Source: an optimization exercise on an open RTL-to-GDS flow (aim: small area, a short achievable clock period and few clock cycles per item). Production flows keep margins and buffers that such runs may drop.
Function was checked by simulation only, so behaviour that the tests miss may differ from the original.

== harbor ==
==> flow/design.v (excerpt) <==
module conv_stage (
  input  logic         clk,
  input  logic         rst,
  input  logic         in_valid,
  output logic         in_ready,
  input  logic [399:0] act,
  input  logic [399:0] kernel,
  output logic         out_valid,
  input  logic         out_ready,
  output logic [14:0]  conv_sum
);
Size in the first run: roughly 600 flip-flops, about 820 I/O pins, roughly 52,000 um2 of cells after synthesis.
Settings: LEC_CHECK=0, CAP_MARGIN=20, CORE_MARGIN=2, CORE_UTILIZATION=55, SLEW_MARGIN=20, SYNTH_HIERARCHICAL=1, SYNTH_MINIMUM_KEEP_SIZE=0; clock period 13.0 ns.
standard.sh (not shown) runs the stock make flow with config.mk's settings and CLKGATE_MAP_FILE= SYNTH_SCRIPT=/design/flow/synth_recipe.tcl, a recipe that flattens the netlist after the stock synthesis.
==> flow/flow/run.sh <==
#!/bin/bash
# Own layout flow: the standard synthesis and the standard ORFS steps,
# with the port buffers made from the smallest buffer (buf_1) instead of the
# delay buffer that buffer_ports picks by default. Extra make arguments, one
# per line, come from flow/extra.mk.args (every step) and
# flow/extra.<step>.args (that step only). Each step's full output goes to a
# log file of its own in this folder.
set -euo pipefail
read_args() {
  local f=$1
  if [[ -f $f ]]; then
    while IFS= read -r line; do [[ -n "$line" ]] && ARGS+=("$line"); done < "$f"
  fi
  return 0
}
bash standard.sh synth > synth.log 2>&1
for step in floorplan place cts route finish; do
  ARGS=("BUFFER_PORTS_ARGS=-buffer_cell sky130_fd_sc_hd__buf_1")
  read_args flow/extra.mk.args
  read_args flow/extra.$step.args
  bash standard.sh "${ARGS[@]}" $step > $step.log 2>&1
done
test -f out/final.def
==> flow/flow/extra.cts.args <==
SETUP_SLACK_MARGIN=9.0
==> flow/flow/extra.mk.args <==
CTS_ARGS=-sink_clustering_enable -repair_clock_nets -dont_use_dummy_load -buf_list {sky130_fd_sc_hd__clkbuf_8 sky130_fd_sc_hd__clkbuf_16} -sink_clustering_size 16 -sink_clustering_max_diameter 50
==> flow/flow/extra.route.args <==
SETUP_SLACK_MARGIN=9.0
Testbench counts of harbor, summed over its fixed seeds: cycles 4,120, items 4,096.
--- input diff harbor..lagoon ---
removed: flow/flow/extra.cts.args
==> results.txt <==
Going from harbor to lagoon, wire length per cell after detailed routing stayed essentially flat; global-route usage was more or less identical.
| sequential share of layout area | harbor vs lagoon | ≈ equal |
Diff harbor..lagoon | final cell count without fillers | negligible
> inputs changed (lagoon -> fjord)
Settings: a change of CORE_UTILIZATION from 55 to 70.
==> flow/flow/run.sh <==
#!/bin/bash
# Own layout flow: the standard synthesis and ORFS steps, with the port
# buffers made from the smallest buffer (buf_1) instead of the delay buffer
# that buffer_ports picks by default. Each step's full output goes to a log
# file of its own in this folder.
set -euo pipefail
ARGS=("BUFFER_PORTS_ARGS=-buffer_cell sky130_fd_sc_hd__buf_1")
if [[ -f flow/extra.mk.args ]]; then
  while IFS= read -r line; do [[ -n "$line" ]] && ARGS+=("$line"); done < flow/extra.mk.args
fi
bash standard.sh synth > synth.log 2>&1
for step in floorplan place cts route finish; do
  bash standard.sh "${ARGS[@]}" $step > $step.log 2>&1
done
test -f out/final.def
removed: flow/flow/extra.mk.args
removed: flow/flow/extra.route.args
Findings:
fjord vs lagoon, full die area went down by 21%.
Against lagoon, the final cell area of fjord is lower.
Row fmax: fjord lower / lagoon higher
Cell count: fjord lower than lagoon
Looking at the reports, fjord completed the entire flow and the layout it produced met the timing, DRC and antenna checks.
Critical path depth up 2 in fjord wrt lagoon
The half-perimeter wire length after detailed placement number comes out higher for lagoon vs fjord.
> inputs changed (fjord -> juniper)
Settings: CORE_UTILIZATION: 70 -> 55.
==> flow/flow/run.sh <==
#!/bin/bash
# Own layout flow: the standard synthesis and the standard ORFS steps,
# with the port buffers made from the smallest buffer (buf_1) instead of the
# delay buffer that buffer_ports picks by default. Extra make arguments, one
# per line, come from flow/extra.mk.args (every step) and
# flow/extra.<step>.args (that step only). Each step's full output goes to a
# log file of its own in this folder.
set -euo pipefail
read_args() {
  local f=$1
  if [[ -f $f ]]; then
    while IFS= read -r line; do [[ -n "$line" ]] && ARGS+=("$line"); done < "$f"
  fi
  return 0
}
bash standard.sh synth > synth.log 2>&1
for step in floorplan place cts route finish; do
  ARGS=("BUFFER_PORTS_ARGS=-buffer_cell sky130_fd_sc_hd__buf_1")
  read_args flow/extra.mk.args
  read_args flow/extra.$step.args
  bash standard.sh "${ARGS[@]}" $step > $step.log 2>&1
done
test -f out/final.def
==> flow/flow/extra.cts.args (new file) <==
SETUP_SLACK_MARGIN=9.0
==> flow/flow/extra.mk.args (new file) <==
CTS_ARGS=-sink_clustering_enable -repair_clock_nets -dont_use_dummy_load -buf_list {sky130_fd_sc_hd__clkbuf_8} -sink_clustering_size 16 -sink_clustering_max_diameter 50
==> flow/flow/extra.route.args (new file) <==
SETUP_SLACK_MARGIN=9.0
[summary]
Cell area: lower on fjord
From fjord to juniper the numbers moved as follows: endpoint arrival time on the critical path now smaller; count of nets after finishing comparable; slew at the pin closest to its max-slew limit now smaller; number of clock buffers in the layout now smaller.
juniper vs. fjord: layout overhead on the synthesized area went up by 0.40 points.
In the route summary, juniper ends up with a via count below that of fjord.

* * *

conv_stage again, from the RTL that the note above started with.
Settings: LEC_CHECK=0, CAP_MARGIN=20, CORE_MARGIN=2, CORE_UTILIZATION=55, SLEW_MARGIN=20, SYNTH_HIERARCHICAL=1, SYNTH_MINIMUM_KEEP_SIZE=0; clock period 13.0 ns.
==> flow/flow/run.sh <==
#!/bin/bash
# Own layout flow: the standard synthesis and the standard ORFS steps,
# with the port buffers made from the smallest buffer (buf_1) instead of the
# delay buffer that buffer_ports picks by default. Extra make arguments, one
# per line, come from flow/extra.mk.args (every step) and
# flow/extra.<step>.args (that step only). Each step's full output goes to a
# log file of its own in this folder.
set -euo pipefail
read_args() {
  local f=$1
  if [[ -f $f ]]; then
    while IFS= read -r line; do [[ -n "$line" ]] && ARGS+=("$line"); done < "$f"
  fi
  return 0
}
bash standard.sh synth > synth.log 2>&1
for step in floorplan place cts route finish; do
  ARGS=("BUFFER_PORTS_ARGS=-buffer_cell sky130_fd_sc_hd__buf_1")
  read_args flow/extra.mk.args
  read_args flow/extra.$step.args
  bash standard.sh "${ARGS[@]}" $step > $step.log 2>&1
done
test -f out/final.def
==> flow/flow/extra.cts.args <==
SETUP_SLACK_MARGIN=9.0
==> flow/flow/extra.mk.args <==
CTS_ARGS=-sink_clustering_enable -repair_clock_nets -dont_use_dummy_load -buf_list {sky130_fd_sc_hd__clkbuf_4} -sink_clustering_size 10 -sink_clustering_max_diameter 35
==> flow/flow/extra.route.args <==
SETUP_SLACK_MARGIN=9.0
Testbench counts at the start, summed over its fixed seeds: cycles 4,120, items 4,096.
==> next run, changes <==
==> flow/flow/run.sh (replaced) <==
#!/bin/bash
# Own layout flow: the standard synthesis and ORFS steps, with the port
# buffers made from the smallest buffer (buf_1) instead of the delay buffer
# that buffer_ports picks by default. Each step's full output goes to a log
# file of its own in this folder.
set -euo pipefail
ARGS=("BUFFER_PORTS_ARGS=-buffer_cell sky130_fd_sc_hd__buf_1")
if [[ -f flow/extra.mk.args ]]; then
  while IFS= read -r line; do [[ -n "$line" ]] && ARGS+=("$line"); done < flow/extra.mk.args
fi
bash standard.sh synth > synth.log 2>&1
for step in floorplan place cts route finish; do
  bash standard.sh "${ARGS[@]}" $step > $step.log 2>&1
done
test -f out/final.def
==> flow/flow/extra.mk.args (replaced) <==
CTS_ARGS=-sink_clustering_enable -repair_clock_nets -dont_use_dummy_load -buf_list {sky130_fd_sc_hd__clkbuf_8 sky130_fd_sc_hd__clkbuf_16} -sink_clustering_size 16 -sink_clustering_max_diameter 50
- PLACE_DENSITY: unset -> 0.72
removed: flow/flow/extra.cts.args
removed: flow/flow/extra.route.args
=> Utilization rose by 0.47 points. First-iteration DRC count is higher by 11%. Flip-flop and latch count is unchanged.
==> next run, changes <==
- PLACE_DENSITY: 0.72 -> unset
Effect:
- The new run produced a clean layout
- setup slack gets better by 0.10 ns
- flip-flop and latch count does not change
- synthesized cell count stays the same
==> next run, changes <==
==> flow/flow/run.sh (replaced) <==
#!/bin/bash
# Own layout flow: the standard synthesis and the standard ORFS steps,
# with the port buffers made from the smallest buffer (buf_1) instead of the
# delay buffer that buffer_ports picks by default. Extra make arguments, one
# per line, come from flow/extra.mk.args (every step) and
# flow/extra.<step>.args (that step only). Each step's full output goes to a
# log file of its own in this folder.
set -euo pipefail
read_args() {
  local f=$1
  if [[ -f $f ]]; then
    while IFS= read -r line; do [[ -n "$line" ]] && ARGS+=("$line"); done < "$f"
  fi
  return 0
}
bash standard.sh synth > synth.log 2>&1
for step in floorplan place cts route finish; do
  ARGS=("BUFFER_PORTS_ARGS=-buffer_cell sky130_fd_sc_hd__buf_1")
  read_args flow/extra.mk.args
  read_args flow/extra.$step.args
  bash standard.sh "${ARGS[@]}" $step > $step.log 2>&1
done
test -f out/final.def
==> flow/flow/extra.cts.args (new file) <==
SETUP_SLACK_MARGIN=9.1
==> flow/flow/extra.route.args (new file) <==
SETUP_SLACK_MARGIN=9.1
The changed run went through all stages and came out clean.
Global-route usage went up by 0.26 points.
Non-clock buffer count rose by 6.
Hold slack stays flat.
Synthesized area is unchanged.

* * *

Starting RTL as in the previous note.
==> flow/config.mk <==
export PLATFORM = sky130hd
export DESIGN_NAME = conv_stage
export DESIGN_NICKNAME = conv_stage
export VERILOG_FILES = /design/flow/design.v
export SDC_FILE = /design/flow/constraint.sdc
export NUM_CORES = 4
export LEC_CHECK = 0
export CAP_MARGIN = 20
export CORE_MARGIN = 2
export CORE_UTILIZATION = 55
export SLEW_MARGIN = 20
export SYNTH_HIERARCHICAL = 1
export SYNTH_MINIMUM_KEEP_SIZE = 0
==> flow/constraint.sdc <==
create_clock -name core_clock -period 13.0 [get_ports {clk}]
set_input_delay 2.6000 -clock core_clock [delete_from_list [all_inputs] [get_ports {clk}]]
set_output_delay 2.6000 -clock core_clock [all_outputs]
set_load 0.01 [all_outputs]
==> flow/flow/run.sh <==
#!/bin/bash
# Own layout flow: the standard synthesis and ORFS steps, with the port
# buffers made from the smallest buffer (buf_1) instead of the delay buffer
# that buffer_ports picks by default. Each step's full output goes to a log
# file of its own in this folder.
set -euo pipefail
ARGS=("BUFFER_PORTS_ARGS=-buffer_cell sky130_fd_sc_hd__buf_1")
if [[ -f flow/extra.mk.args ]]; then
  while IFS= read -r line; do [[ -n "$line" ]] && ARGS+=("$line"); done < flow/extra.mk.args
fi
bash standard.sh synth > synth.log 2>&1
for step in floorplan place cts route finish; do
  bash standard.sh "${ARGS[@]}" $step > $step.log 2>&1
done
test -f out/final.def
==> flow/flow/extra.mk.args <==
CTS_ARGS=-sink_clustering_enable -repair_clock_nets -dont_use_dummy_load -buf_list {sky130_fd_sc_hd__clkbuf_8 sky130_fd_sc_hd__clkbuf_16} -sink_clustering_size 16 -sink_clustering_max_diameter 50
SETUP_SLACK_MARGIN=8.85
The starting point completed with no timing, DRC or antenna violations.
Testbench counts at the start, summed over its fixed seeds: cycles 4,120, items 4,096.
Next try:
==> flow/flow/run.sh (replaced) <==
#!/bin/bash
# Own layout flow: the standard synthesis and the standard ORFS steps,
# with the port buffers made from the smallest buffer (buf_1) instead of the
# delay buffer that buffer_ports picks by default. Extra make arguments, one
# per line, come from flow/extra.mk.args (every step) and
# flow/extra.<step>.args (that step only). Each step's full output goes to a
# log file of its own in this folder.
set -euo pipefail
read_args() {
  local f=$1
  if [[ -f $f ]]; then
    while IFS= read -r line; do [[ -n "$line" ]] && ARGS+=("$line"); done < "$f"
  fi
  return 0
}
bash standard.sh synth > synth.log 2>&1
for step in floorplan place cts route finish; do
  ARGS=("BUFFER_PORTS_ARGS=-buffer_cell sky130_fd_sc_hd__buf_1")
  read_args flow/extra.mk.args
  read_args flow/extra.$step.args
  bash standard.sh "${ARGS[@]}" $step > $step.log 2>&1
done
test -f out/final.def
==> flow/flow/extra.cts.args (new file) <==
SETUP_SLACK_MARGIN=9.25
==> flow/flow/extra.mk.args (replaced) <==
CTS_ARGS=-sink_clustering_enable -repair_clock_nets -dont_use_dummy_load -buf_list {sky130_fd_sc_hd__clkbuf_8 sky130_fd_sc_hd__clkbuf_16} -sink_clustering_size 16 -sink_clustering_max_diameter 50
==> flow/flow/extra.route.args (new file) <==
SETUP_SLACK_MARGIN=9.25
Outcome: Non-clock buffer count came out higher by 23. Via count rose by 7.5%. Setup slack is better by 0.16 ns. Hold slack is better by 0.012 ns. Register-to-register slack is better by 0.12 ns.

## separate check: timing with driven ports
The flow's constraints put no driver on any port. The routed layouts listed below were extracted and timed again, unchanged, in two steps. Step 1 sets driving cells, clkbuf_16 on the clock port and buf_2 on the other inputs (assumed; they add their load-dependent delay and slew). Step 2, shift: input delay + t, output delay - t, t = (earliest + latest rising clock arrival at the registers) / 2. This alone moves slack from input paths to output paths. a / b / c = ideal / step 1 / step 2; a / b = the first two.
| run | shift t [ns] | setup WS [ns] | worst data-port slew with drivers (ns) |
|---|---|---|---|
| harbor | 0.652 | 8.966 / 8.978 / 8.333 | 0.11 |
| lagoon | 0.648 | 8.914 / 8.951 / 8.303 | 0.09 |
| fjord | 0.722 | 8.518 / 8.518 / 8.048 | 0.12 |
| juniper | 0.704 | 8.960 / 8.960 / 8.259 | 0.11 |
| the first run of note 2 | 0.910 | 8.866 / 8.804 / 8.109 | 0.12 |
| the second run of note 2 | 0.659 | 8.632 / 8.632 / 8.094 | 0.12 |
| the third run of note 2 | 0.644 | 8.733 / 8.766 / 8.122 | 0.11 |
| the fourth run of note 2 | 0.655 | 8.980 / 8.985 / 8.335 | 0.14 |
| the first run of note 3 | 0.672 | 8.828 / 8.871 / 8.207 | 0.08 |
| the second run of note 3 | 0.651 | 8.986 / 8.944 / 8.293 | 0.20 |
After both steps every run listed still meets setup and hold. For the first run of note 2, which loses most, drivers alone change the setup slack by -0.062 ns; drivers and shift together by -0.757 ns.
